This is an optimization exercise on Yosys and OpenROAD, whose aim is small area, a short achievable clock period and few clock cycles per item, not a production implementation.
The RTL was checked by simulation tests, not by an equivalence proof against the original design.
Power is estimated from default activity; no workload was simulated.

==> flow/design.v <==
`timescale 1ns/10ps
package rv_isa_pkg;
    typedef logic [31:0] xlen_t;      
    typedef logic [4:0]  reg_addr_t;
    typedef logic [11:0] csr_addr_t;
    typedef logic [3:0]  cause_t;     
    typedef logic [2:0]  funct3_t;
    localparam logic [1:0] SZ_BYTE = 2'b00;
    localparam logic [1:0] SZ_HALF = 2'b01;
    localparam logic [1:0] SZ_WORD = 2'b10;
    localparam csr_addr_t MTVEC    = 12'h305;
    localparam csr_addr_t MSCRATCH = 12'h340;
    localparam csr_addr_t MEPC     = 12'h341;
    localparam csr_addr_t MCAUSE   = 12'h342;
    localparam csr_addr_t MTVAL    = 12'h343;
    localparam xlen_t MTVEC_RESET = 32'h0000_0100;
    localparam logic [11:0] F12_ECALL  = 12'h000;
    localparam logic [11:0] F12_EBREAK = 12'h001;
    localparam logic [11:0] F12_MRET   = 12'h302;
    localparam cause_t E_ILLEGAL_INST              = 4'd2;
    localparam cause_t E_BREAKPOINT                = 4'd3;
    localparam cause_t E_LOAD_ADDR_MISALIGNED      = 4'd4;
    localparam cause_t E_LOAD_ACCESS_FAULT         = 4'd5;
    localparam cause_t E_STORE_AMO_ADDR_MISALIGNED = 4'd6;
    localparam cause_t E_STORE_AMO_ACCESS_FAULT    = 4'd7;
    localparam cause_t E_ECALL_FROM_M              = 4'd11;
endpackage
`timescale 1ns/10ps
package wb_pkg;
    typedef enum logic [1:0] {
        CSR_NONE  = 2'd0,
        CSR_WRITE = 2'd1,
        CSR_SET   = 2'd2,
        CSR_CLEAR = 2'd3
    } csr_cmd_e;
    typedef enum logic [1:0] {
        SEL_ALU = 2'd0,
        SEL_LSU = 2'd1,
        SEL_CSR = 2'd2,
        SEL_PC4 = 2'd3
    } wb_sel_e;
    typedef enum logic [1:0] {
        IDLE = 2'd0,
        EXEC = 2'd1,
        MEM  = 2'd2,
        DONE = 2'd3
    } seq_state_e;
    typedef struct packed {
        logic [31:0]  pc;
        logic [31:0]  instr;
        logic [31:0]  alu_result;    
        logic [31:0]  store_data;
        logic               rf_we;
        logic               mem_en;
        logic               mem_rw;        
        csr_cmd_e           csr_cmd;
        wb_sel_e            sel_wb;
        logic               ecall_break;   
        logic               ex_exception;
        logic [3:0] ex_xcause;
        logic [31:0]  ex_mtval;
    } wb_instr_t;
    typedef struct packed {
        logic                  rf_we;
        logic [4:0] rd;
        logic [31:0]     wdata;
        logic                  exception;
        logic [3:0]    xcause;
        logic [31:0]     mtval;
        logic                  redirect;
        logic [31:0]     redirect_pc;
    } wb_commit_t;
    typedef struct packed {
        logic [31:0] addr;
        logic [31:0] dat;
        logic [3:0]        sel;
        logic              cyc;
        logic              stb;
        logic              we;
    } dbus_req_t;
    typedef struct packed {
        logic [31:0] dat;
        logic              ack;
        logic              err;
    } dbus_rsp_t;
endpackage
`timescale 1ns/10ps
import rv_isa_pkg::*;
module wb_lsu (
    input  logic                clk_i,
    input  logic                rst_n_i,
    input  logic                start_i,
    input  logic [31:0]   addr_i,
    input  logic [31:0]   wdata_i,
    input  logic                store_i,
    input  logic [2:0] funct3_i,
    output logic [31:0]   rdata_o,
    output logic                done_o,
    output logic                misaligned_o,
    output logic                ld_err_o,
    output logic                st_err_o,
    output wb_pkg::dbus_req_t   dbus_o,
    input  wb_pkg::dbus_rsp_t   dbus_i
);
    logic       busy_q;
    logic       misaligned;
    logic [3:0] sel_d;
    logic [31:0]      dat_d;
    logic [31:0]      addr_q;
    logic [31:0]      dat_q;
    logic [3:0] sel_q;
    logic       we_q;
    logic [2:0]    f3_q;
    logic [31:0]      shifted;
    logic       bus_end;
    always_comb begin
        unique case (funct3_i[1:0])
            SZ_BYTE: begin
                misaligned = 1'b0;
                sel_d      = 4'b0001 << addr_i[1:0];
                dat_d      = {4{wdata_i[7:0]}};
            end
            SZ_HALF: begin
                misaligned = addr_i[0];
                sel_d      = 4'b0011 << addr_i[1:0];
                dat_d      = {2{wdata_i[15:0]}};
            end
            default: begin   
                misaligned = |addr_i[1:0];
                sel_d      = 4'b1111;
                dat_d      = wdata_i;
            end
        endcase
    end
    assign misaligned_o = start_i & misaligned;   
    assign bus_end      = busy_q & (dbus_i.ack | dbus_i.err);
    always_ff @(posedge clk_i or negedge rst_n_i) begin
        if (!rst_n_i) begin
            busy_q <= 1'b0;
        end else if (start_i && !misaligned) begin
            busy_q <= 1'b1;
        end else if (bus_end) begin
            busy_q <= 1'b0;                       
        end
    end
    always_ff @(posedge clk_i) begin
        if (start_i && !misaligned) begin
            addr_q <= addr_i;
            dat_q  <= dat_d;
            sel_q  <= sel_d;
            we_q   <= store_i;
            f3_q   <= funct3_i;
        end
    end
    assign dbus_o.addr = addr_q;
    assign dbus_o.dat  = dat_q;
    assign dbus_o.sel  = sel_q;
    assign dbus_o.cyc  = busy_q;
    assign dbus_o.stb  = busy_q;
    assign dbus_o.we   = we_q;
    assign done_o   = misaligned_o | bus_end;
    assign ld_err_o = busy_q & dbus_i.err & ~we_q;
    assign st_err_o = busy_q & dbus_i.err & we_q;
    always_comb begin
        shifted = dbus_i.dat >> {addr_q[1:0], 3'b000};
        unique case (f3_q[1:0])
            SZ_BYTE: rdata_o = {{24{shifted[7] & ~f3_q[2]}}, shifted[7:0]};
            SZ_HALF: rdata_o = {{16{shifted[15] & ~f3_q[2]}}, shifted[15:0]};
            default: rdata_o = shifted;
        endcase
    end
endmodule
`timescale 1ns/10ps
import rv_isa_pkg::*;
import wb_pkg::*;
module wb_csr_file (
    input  logic                  clk_i,
    input  logic                  rst_n_i,
    input  logic [11:0] addr_i,
    input  wb_pkg::csr_cmd_e      cmd_i,
    input  logic [31:0]     wdata_i,
    input  logic                  rs1_zero_i,
    input  logic                  commit_i,
    input  logic                  trap_i,
    input  logic [31:0]     trap_pc_i,
    input  logic [3:0]    trap_cause_i,
    input  logic [31:0]     trap_mtval_i,
    output logic [31:0]     rdata_o,
    output logic                  illegal_o,
    output logic [31:0]     mtvec_o,
    output logic [31:0]     mepc_o
);
    logic [31:0]  mtvec_q;
    logic [31:0]  mscratch_q;
    logic [31:0]  mepc_q;
    logic [3:0] mcause_q;
    logic [31:0]  mtval_q;
    logic   hit;
    logic   wr_en;
    logic [31:0]  new_val;
    assign mtvec_o = {mtvec_q[31:2], 2'b00};   
    assign mepc_o  = {mepc_q[31:2], 2'b00};
    always_comb begin
        hit = 1'b1;
        unique case (addr_i)
            MTVEC:    rdata_o = mtvec_o;
            MSCRATCH: rdata_o = mscratch_q;
            MEPC:     rdata_o = mepc_o;
            MCAUSE:   rdata_o = {28'b0, mcause_q};
            MTVAL:    rdata_o = mtval_q;
            default: begin
                hit     = 1'b0;
                rdata_o = '0;
            end
        endcase
    end
    assign illegal_o = (cmd_i != CSR_NONE) && !hit;
    always_comb begin
        unique case (cmd_i)
            CSR_SET:   new_val = rdata_o | wdata_i;
            CSR_CLEAR: new_val = rdata_o & ~wdata_i;
            default:   new_val = wdata_i;
        endcase
    end
    assign wr_en = commit_i && !trap_i && cmd_i != CSR_NONE
                   && !(cmd_i != CSR_WRITE && rs1_zero_i);
    always_ff @(posedge clk_i or negedge rst_n_i) begin
        if (!rst_n_i) begin
            mtvec_q    <= MTVEC_RESET;
            mscratch_q <= '0;
            mepc_q     <= '0;
            mcause_q   <= '0;
            mtval_q    <= '0;
        end else if (commit_i && trap_i) begin
            mepc_q   <= trap_pc_i;
            mcause_q <= trap_cause_i;
            mtval_q  <= trap_mtval_i;
        end else if (wr_en) begin
            unique case (addr_i)
                MTVEC:    mtvec_q    <= new_val;
                MSCRATCH: mscratch_q <= new_val;
                MEPC:     mepc_q     <= new_val;
                MCAUSE:   mcause_q   <= new_val[3:0];   
                MTVAL:    mtval_q    <= new_val;
                default:  ;
            endcase
        end
    end
endmodule
`timescale 1ns/10ps
import rv_isa_pkg::*;
module wb_trap_arbiter (
    input  wb_pkg::wb_instr_t  instr_i,
    input  logic               misaligned_i,
    input  logic               ld_err_i,
    input  logic               st_err_i,
    input  logic               csr_illegal_i,
    output logic               exception_o,
    output logic [3:0] xcause_o,
    output logic [31:0]  mtval_o,
    output logic               mret_o
);
    logic        ecall;
    logic        ebreak;
    logic [11:0] funct12;
    assign funct12 = instr_i.instr[31:20];
    assign ecall   = instr_i.ecall_break && funct12 == F12_ECALL;
    assign ebreak  = instr_i.ecall_break && funct12 == F12_EBREAK;
    assign mret_o  = instr_i.ecall_break && funct12 == F12_MRET;
    assign exception_o = |{instr_i.ex_exception, misaligned_i, ld_err_i, st_err_i,
                           csr_illegal_i, ecall, ebreak};
    always_comb begin
        if (instr_i.ex_exception) begin
            xcause_o = instr_i.ex_xcause;   
            mtval_o  = instr_i.ex_mtval;
        end else if (misaligned_i) begin
            xcause_o = instr_i.instr[5] ? E_STORE_AMO_ADDR_MISALIGNED
                                        : E_LOAD_ADDR_MISALIGNED;   
            mtval_o  = instr_i.alu_result;
        end else if (ld_err_i) begin
            xcause_o = E_LOAD_ACCESS_FAULT;
            mtval_o  = instr_i.alu_result;
        end else if (st_err_i) begin
            xcause_o = E_STORE_AMO_ACCESS_FAULT;
            mtval_o  = instr_i.alu_result;
        end else if (csr_illegal_i) begin
            xcause_o = E_ILLEGAL_INST;
            mtval_o  = instr_i.instr;       
        end else if (ecall) begin
            xcause_o = E_ECALL_FROM_M;
            mtval_o  = '0;
        end else if (ebreak) begin
            xcause_o = E_BREAKPOINT;
            mtval_o  = instr_i.pc;
        end else begin
            xcause_o = '0;
            mtval_o  = '0;
        end
    end
endmodule
`timescale 1ns/10ps
import rv_isa_pkg::*;
import wb_pkg::*;
module wb_stage (
    input  logic               clk_i,
    input  logic               rst_n_i,
    input  logic               in_req_i,
    input  wb_pkg::wb_instr_t  in_instr_i,
    output logic               in_ack_o,
    output wb_pkg::wb_commit_t commit_o,
    output wb_pkg::dbus_req_t  dbus_o,
    input  wb_pkg::dbus_rsp_t  dbus_i
);
    wb_pkg::seq_state_e state_q;
    wb_pkg::seq_state_e state_d;
    wb_pkg::wb_instr_t  rec_q;
    wb_pkg::wb_commit_t commit_d;
    logic       lsu_start;
    logic       lsu_done;
    logic       lsu_misaligned;
    logic       lsu_ld_err;
    logic       lsu_st_err;
    logic [31:0]      lsu_rdata;
    logic [31:0]      csr_rdata;
    logic [31:0]      csr_wdata;
    logic       csr_illegal;
    logic [31:0]      mtvec;
    logic [31:0]      mepc;
    logic       exception;
    logic [3:0]     xcause;
    logic [31:0]      mtval;
    logic       mret;
    logic       enter_done;
    logic [31:0]      wb_wdata;
    assign lsu_start  = state_q == EXEC && rec_q.mem_en && !rec_q.ex_exception;
    assign enter_done = (state_q == EXEC && (!lsu_start || lsu_done))
                        || (state_q == MEM && lsu_done);
    always_comb begin
        state_d = state_q;
        unique case (state_q)
            IDLE: if (in_req_i) state_d = EXEC;
            EXEC: state_d = (lsu_start && !lsu_done) ? MEM : DONE;
            MEM:  if (lsu_done) state_d = DONE;
            DONE: if (!in_req_i) state_d = IDLE;   
            default: state_d = IDLE;
        endcase
    end
    always_ff @(posedge clk_i or negedge rst_n_i) begin
        if (!rst_n_i) begin
            state_q <= IDLE;
        end else begin
            state_q <= state_d;
        end
    end
    always_ff @(posedge clk_i) begin
        if (state_q == IDLE && in_req_i) rec_q <= in_instr_i;
    end
    assign in_ack_o = state_q == DONE;
    wb_lsu u_lsu (
        .clk_i        (clk_i),
        .rst_n_i      (rst_n_i),
        .start_i      (lsu_start),
        .addr_i       (rec_q.alu_result),
        .wdata_i      (rec_q.store_data),
        .store_i      (rec_q.mem_rw),
        .funct3_i     (rec_q.instr[14:12]),
        .rdata_o      (lsu_rdata),
        .done_o       (lsu_done),
        .misaligned_o (lsu_misaligned),
        .ld_err_o     (lsu_ld_err),
        .st_err_o     (lsu_st_err),
        .dbus_o       (dbus_o),
        .dbus_i       (dbus_i)
    );
    assign csr_wdata = rec_q.instr[14] ? {27'b0, rec_q.instr[19:15]} : rec_q.alu_result;
    wb_csr_file u_csr (
        .clk_i        (clk_i),
        .rst_n_i      (rst_n_i),
        .addr_i       (rec_q.instr[31:20]),
        .cmd_i        (rec_q.csr_cmd),
        .wdata_i      (csr_wdata),
        .rs1_zero_i   (rec_q.instr[19:15] == 5'd0),
        .commit_i     (enter_done),
        .trap_i       (exception),
        .trap_pc_i    (rec_q.pc),
        .trap_cause_i (xcause),
        .trap_mtval_i (mtval),
        .rdata_o      (csr_rdata),
        .illegal_o    (csr_illegal),
        .mtvec_o      (mtvec),
        .mepc_o       (mepc)
    );
    wb_trap_arbiter u_arb (
        .instr_i       (rec_q),
        .misaligned_i  (lsu_misaligned),
        .ld_err_i      (lsu_ld_err),
        .st_err_i      (lsu_st_err),
        .csr_illegal_i (csr_illegal),
        .exception_o   (exception),
        .xcause_o      (xcause),
        .mtval_o       (mtval),
        .mret_o        (mret)
    );
    always_comb begin
        unique case (rec_q.sel_wb)
            SEL_ALU: wb_wdata = rec_q.alu_result;
            SEL_LSU: wb_wdata = lsu_rdata;
            SEL_CSR: wb_wdata = csr_rdata;   
            default: wb_wdata = rec_q.pc + 32'd4;
        endcase
    end
    assign commit_d.rf_we       = rec_q.rf_we && !exception;
    assign commit_d.rd          = rec_q.instr[11:7];
    assign commit_d.wdata       = wb_wdata;
    assign commit_d.exception   = exception;
    assign commit_d.xcause      = xcause;
    assign commit_d.mtval       = mtval;
    assign commit_d.redirect    = exception || mret;
    assign commit_d.redirect_pc = exception ? mtvec : mepc;
    always_ff @(posedge clk_i or negedge rst_n_i) begin
        if (!rst_n_i) begin
            commit_o <= '0;
        end else if (enter_done) begin
            commit_o <= commit_d;   
        end
    end
endmodule
`timescale 1ns/10ps
module wb_stage_top (
    input  logic        clk_i,
    input  logic        rst_n_i,
    input  logic        in_req_i,
    input  logic [31:0] in_pc_i,
    input  logic [31:0] in_instr_i,
    input  logic [31:0] in_alu_result_i,
    input  logic [31:0] in_store_data_i,
    input  logic        in_rf_we_i,
    input  logic        in_mem_en_i,
    input  logic        in_mem_rw_i,
    input  logic [1:0]  in_csr_cmd_i,
    input  logic [1:0]  in_sel_wb_i,
    input  logic        in_ecall_break_i,
    input  logic        in_ex_exception_i,
    input  logic [3:0]  in_ex_xcause_i,
    input  logic [31:0] in_ex_mtval_i,
    output logic        in_ack_o,
    output logic        commit_rf_we_o,
    output logic [4:0]  commit_rd_o,
    output logic [31:0] commit_wdata_o,
    output logic        commit_exception_o,
    output logic [3:0]  commit_xcause_o,
    output logic [31:0] commit_mtval_o,
    output logic        commit_redirect_o,
    output logic [31:0] commit_redirect_pc_o,
    output logic [31:0] dbus_adr_o,
    output logic [31:0] dbus_dat_o,
    output logic [3:0]  dbus_sel_o,
    output logic        dbus_cyc_o,
    output logic        dbus_stb_o,
    output logic        dbus_we_o,
    input  logic [31:0] dbus_dat_i,
    input  logic        dbus_ack_i,
    input  logic        dbus_err_i
);
    wb_pkg::wb_instr_t  in_instr;
    wb_pkg::wb_commit_t commit;
    wb_pkg::dbus_req_t  dbus_req;
    wb_pkg::dbus_rsp_t  dbus_rsp;
    assign in_instr.pc           = in_pc_i;
    assign in_instr.instr        = in_instr_i;
    assign in_instr.alu_result   = in_alu_result_i;
    assign in_instr.store_data   = in_store_data_i;
    assign in_instr.rf_we        = in_rf_we_i;
    assign in_instr.mem_en       = in_mem_en_i;
    assign in_instr.mem_rw       = in_mem_rw_i;
    assign in_instr.csr_cmd      = wb_pkg::csr_cmd_e'(in_csr_cmd_i);
    assign in_instr.sel_wb       = wb_pkg::wb_sel_e'(in_sel_wb_i);
    assign in_instr.ecall_break  = in_ecall_break_i;
    assign in_instr.ex_exception = in_ex_exception_i;
    assign in_instr.ex_xcause    = in_ex_xcause_i;
    assign in_instr.ex_mtval     = in_ex_mtval_i;
    assign dbus_rsp.dat = dbus_dat_i;
    assign dbus_rsp.ack = dbus_ack_i;
    assign dbus_rsp.err = dbus_err_i;
    wb_stage u_stage (
        .clk_i      (clk_i),
        .rst_n_i    (rst_n_i),
        .in_req_i   (in_req_i),
        .in_instr_i (in_instr),
        .in_ack_o   (in_ack_o),
        .commit_o   (commit),
        .dbus_o     (dbus_req),
        .dbus_i     (dbus_rsp)
    );
    assign commit_rf_we_o       = commit.rf_we;
    assign commit_rd_o          = commit.rd;
    assign commit_wdata_o       = commit.wdata;
    assign commit_exception_o   = commit.exception;
    assign commit_xcause_o      = commit.xcause;
    assign commit_mtval_o       = commit.mtval;
    assign commit_redirect_o    = commit.redirect;
    assign commit_redirect_pc_o = commit.redirect_pc;
    assign dbus_adr_o = dbus_req.addr;
    assign dbus_dat_o = dbus_req.dat;
    assign dbus_sel_o = dbus_req.sel;
    assign dbus_cyc_o = dbus_req.cyc;
    assign dbus_stb_o = dbus_req.stb;
    assign dbus_we_o  = dbus_req.we;
endmodule
==> flow/run.sh <==
#!/bin/bash
# synth_recipe.tcl (not shown) runs the flow's synth.tcl, then flattens the netlist and writes it again
# the make line also repeats each setting of config.mk as NAME=value (left out here)
make -C /OpenROAD-flow-scripts/flow DESIGN_CONFIG=/design/flow/config.mk WORK_HOME=/design/flow/orfs CLKGATE_MAP_FILE= SYNTH_SCRIPT=/design/flow/synth_recipe.tcl finish
==> flow/config.mk <==
export PLATFORM = sky130hd
export DESIGN_NAME = wb_stage_top
export DESIGN_NICKNAME = wb_stage_top
export VERILOG_FILES = /design/flow/design.v
export SDC_FILE = /design/flow/constraint.sdc
export NUM_CORES = 4
export LEC_CHECK = 0
export CAP_MARGIN = 20
export CORE_MARGIN = 2
export CORE_UTILIZATION = 40
export PLACE_DENSITY = 0.6
export SLEW_MARGIN = 20
==> flow/constraint.sdc <==
create_clock -name core_clock -period 4.5 [get_ports {clk_i}]
set_input_delay 0.9000 -clock core_clock [delete_from_list [all_inputs] [get_ports {clk_i}]]
set_output_delay 0.9000 -clock core_clock [all_outputs]
set_load 0.01 [all_outputs]
==> out/metrics.csv <==
stage;metric;value;unit
sta;RSZ-0062 raised after global routing;false;
yosys;number of enable-type register cells in the synthesized netlist;245;
place;final estimated routing congestion in global placement;0.952;
grt;total congestion overflow after global routing;0;
die;Die Outline Area;55900;µm²
yosys;synthesized-area fraction occupied by ao, oa, aoi and oai cells;17.5;%
setup_path;critical register-to-register path startpoint;u_stage.state_q[1];
yosys;Synth async-reset ratio;49.2;%
place;port bufs;387;
setup_path;crit path from;u_stage.state_q[1];
setup_path;Worst path max stage delay;810;ps
die;core region area;53600;µm²
sta;final hold violation count;0;
yosys;top post-synthesis cells by count;sky130_fd_sc_hd__nand2_1, sky130_fd_sc_hd__edfxtp_1, sky130_fd_sc_hd__dfrtp_1;
setup_path;largest fanout on the critical path;19;
setup_path;Crit-path slowest cell;sky130_fd_sc_hd__o31ai_4;
drt;number of remaining DRC errors;0;
finish;share of final-layout standard cells stronger than drive strength 1;9.20;%
yosys;biggest area contributors in the synthesized netlist;sky130_fd_sc_hd__edfxtp_1, sky130_fd_sc_hd__dfrtp_1, sky130_fd_sc_hd__nand2_1;
sta;setup violation total in the final timing report;0;
outcome;result of the run;complete, no violations;
yosys;cell accounting for the most synthesized area;sky130_fd_sc_hd__edfxtp_1;
clocking;number of gates resized after CTS;0;
die;Die W;236;µm
clocking;Skew-Pair Late Insertion Delay;610;ps
setup_path;Setup crit end kind;register;
finish;finished layout cell area;28200;µm²
yosys;top flip-flop cell by instance count after synthesis;sky130_fd_sc_hd__edfxtp_1;
clocking;clock transition at the registers of the reported paths;60;ps
yosys;main combinational cell family by area after synthesis;compound AO/OA/AOI/OAI gates;
clocking;Clock Path Buffers;3;
min_path;class of the worst hold path;in -> async;
yosys;share of cell area taken by muxes after synthesis;4.61;%
drt;post-detailed-route wirelength per cell;28.5;µm
power;worst vdd rail ir drop;309;µV
clocking;hold-fix buffers at CTS;0;
yosys;sequential share of the synthesized area;61.5;%
place;area of placed instances;26500;µm²
die;boundary pin count;390;
sta;TNS Setup;0;ps
setup_path;data arrival at the endpoint of the critical path;3930;ps
setup_path;critical path start-end classification;reg -> reg;
drt;average via count per standard cell;6.00;
job;number of maximum-capacitance violations;0;
drt;total number of vias;18300;
sta;part of the cycle the worst path needs;77.6;%
place;cell total after placement;2958;
power;static leakage;10.9;nW
setup_path;CP Cell Sequence;inv_1, ha_1, nand3b_1, o31ai_4, buf_4, nor3_1, a221o_1, o21ai_0, o211ai_1;
drt;final WL;87100;µm
finish;area overhead of the layout relative to synthesis;30.4;%
finish;ANT cells;0;
clocking;setup fix buffers added after clock tree synthesis;0;
clocking;number of clock sinks;482;
grt;via count of the first global-routing pass;18100;
die;initial core utilization;40.3;%
clocking;depth of the CTS H-tree;2;
yosys;most used standard cell by instance count after synthesis;sky130_fd_sc_hd__nand2_1;
grt;maximum number of pins on one net before global-route repair;108;
drt;Iter 0 DRT Violations;2172;
yosys;number of unique standard cell types used by synthesis;73;
sta;shortest clock period the worst path allows after layout;3490;ps
setup_path;category of cells accounting for the largest share of critical-path delay;compound AO/OA/AOI/OAI gates;
sta;Max Transition Viols Final;0;
sta;Clock Skew;21.0;ps
clocking;CTS tree;built;
place;sum of net half-perimeters after detailed placement;63100;µm
clocking;CTS Buf Count;52;
yosys;arithmetic-cell share of the synthesized area counting full adders, half adders and majority gates;0.347;%
yosys;share of the synthesized area in the top cell type;34.0;%
die;Placement Rows;85;
yosys;post-synthesis simple-gate area fraction;11.7;%
setup_path;critical path buffer and inverter count;2;
yosys;synth warn;4;
yosys;Synth Area in XOR/XNOR;1.01;%
power;total design power;15.8;mW
finish;final net count;2532;
die;die height;236;µm
grt;wire length of the first global-routing pass;127000;µm
setup_path;Required @ worst endpoint;4940;ps
finish;final cell count without fillers;3055;
yosys;Yosys reg bits;482;
grt;number of antenna violations at the first check in global routing;8;
clocking;buffer cell driving the clock tree root;sky130_fd_sc_hd__clkbuf_16;
drt;Initial DRT Pass Iterations;6;
power;Power Density;561;nW/µm²
sta;Worst-Margin Slew;1060;ps
sta;tightest slew margin relative to the limit;29.2;%
yosys;Syn Std Cell Area;21600;µm²
grt;global-route usage over all layers;31.0;%
yosys;Avg Synthesized Cell Area;11.2;µm²
yosys;Post-Synthesis Cells;1935;
setup_path;startpoint types;register;
sta;maximum frequency from static timing analysis;286;MHz
drt;antenna violation net count after detailed routing;0;
[power breakdown]
| group | switching, mW | internal [mW] | leakage, nW |
|---|---|---|---|
| clock network | 1.80 | 2.45 | 0.814 |
| logic | 2.87 | 1.99 | 4.79 |
| registers | 0.938 | 5.78 | 5.31 |
| total | 5.61 | 10.2 | 10.9 |
[state kept, by name (all words and copies together), names as in the netlist, 30 cells and up]
name / flops
u_stage.u_lsu.dat_q: 32
u_stage.u_csr.mscratch_q: 32
u_stage.commit_o: 106
u_stage.u_csr.mtval_q: 32
u_stage.u_lsu.addr_q: 32
u_stage.u_csr.mtvec_q: 30
u_stage.rec_q: 173
u_stage.u_csr.mepc_q: 30
[cells in the final DEF, fill, tap and decap left out, drive strengths merged, types with 50 or more instances in the layout]
cell / count
mux2i: 50
nand2: 332
o211ai: 50
edfxtp: 245
clkbuf: 80
nor2: 117
o21ai: 177
clkdlybuf4s50: 386
dfrtp: 236
a21oi: 106
buf: 76
[final timing paths]
| path | slack [ps] | to | cells past startpoint |
|---|---|---|---|
| worst min register to register | 450 | u_stage.u_lsu.we_q | 0 |
| max in group asynchronous | 3090 | u_stage.commit_o[61] | 2 |
| worst max-delay path | 1010 | u_stage.u_csr.mtval_q[22] | 9 |
| min in group core_clock | 450 | u_stage.u_lsu.we_q | 0 |
| worst min-delay path | 400 | u_stage.commit_o[25] | 1 |
| worst max register to register | 1010 | u_stage.u_csr.mtval_q[22] | 9 |
[worst reg2reg max path, stage by stage, from the launching register on]
cell and delay (ps):
sky130_fd_sc_hd__dfrtp_1 410, sky130_fd_sc_hd__inv_1 130, sky130_fd_sc_hd__ha_1 200, sky130_fd_sc_hd__nand3b_1 170, sky130_fd_sc_hd__o31ai_4 810, sky130_fd_sc_hd__buf_4 430, sky130_fd_sc_hd__nor3_1 110, sky130_fd_sc_hd__a221o_1 270
sky130_fd_sc_hd__o21ai_0 620, sky130_fd_sc_hd__o211ai_1 180
[cell type report]
class | instances | area [µm²]
clock buffers | 80 | 1530
inverters | 42 | 158
flip-flops and latches | 482 | 13300
well taps | 696 | 871
repair buffers | 462 | 4520
clock inverters | 17 | 145
multi-input cells | 1276 | 7670
fillers | 4723 | 25400
[metal layers]
layer	track usage [%]	vias up	part of all wire (%)	routed length, µm
met5	0	-	0.10	88
met4	10.1	14	3.2	2820
met3	8.48	168	11	9400
met2	46.8	1113	44	38500
met1	43.2	9139	42	36400
li1	-	7899	-	-
[logic make-up (layout without fill, tap and decap cells)]
kind of cell	count (synthesis)	after routing
simple gates	582	582
compound gates	574	574
flops	482	482
buf+inv	178	601
mux	87	87
xor+xnor	25	25
fa+ha+maj	6	6
other cells	1	2
[metrics by stage]
step	setup slack, ps	util, %	hold WS [ps]
5_1_grt	878	52.6	445
3_3_place_gp	826	49.4	404
3_5_place_dp	718	49.4	433
4_1_cts	1040	52.6	415
2_1_floorplan	1020	-	400
6_report	1010	52.6	403
Testbench counts, summed over its fixed seeds: cycles 130,618, instructions 32,000.

-- port drivers added, routing unchanged --
Ports are ideal in the flow. The routed layout listed here was re-timed in OpenROAD.
Step 1 assumes that a clkbuf_16 drives the clock port and a buf_2 every other input.
Step 2 also shifts input and output timing later by t, the mid clock arrival at the registers, as if the neighbouring blocks saw the same clock.
a / b / c = no drivers / after step 1 / after step 2; a / b = the first two.
t (ns): 0.665
setup WS [ns]: 1.008 / 1.008 / 0.700
hold WS [ns]: 0.403 / 0.392 / 0.448
worst setup path after step 2: input to register
worst slew at a driven data input, ns: 0.10
After both steps this run still meets setup and hold. For this run, drivers alone change the setup slack by 0.000 ns; drivers and shift together by -0.308 ns.
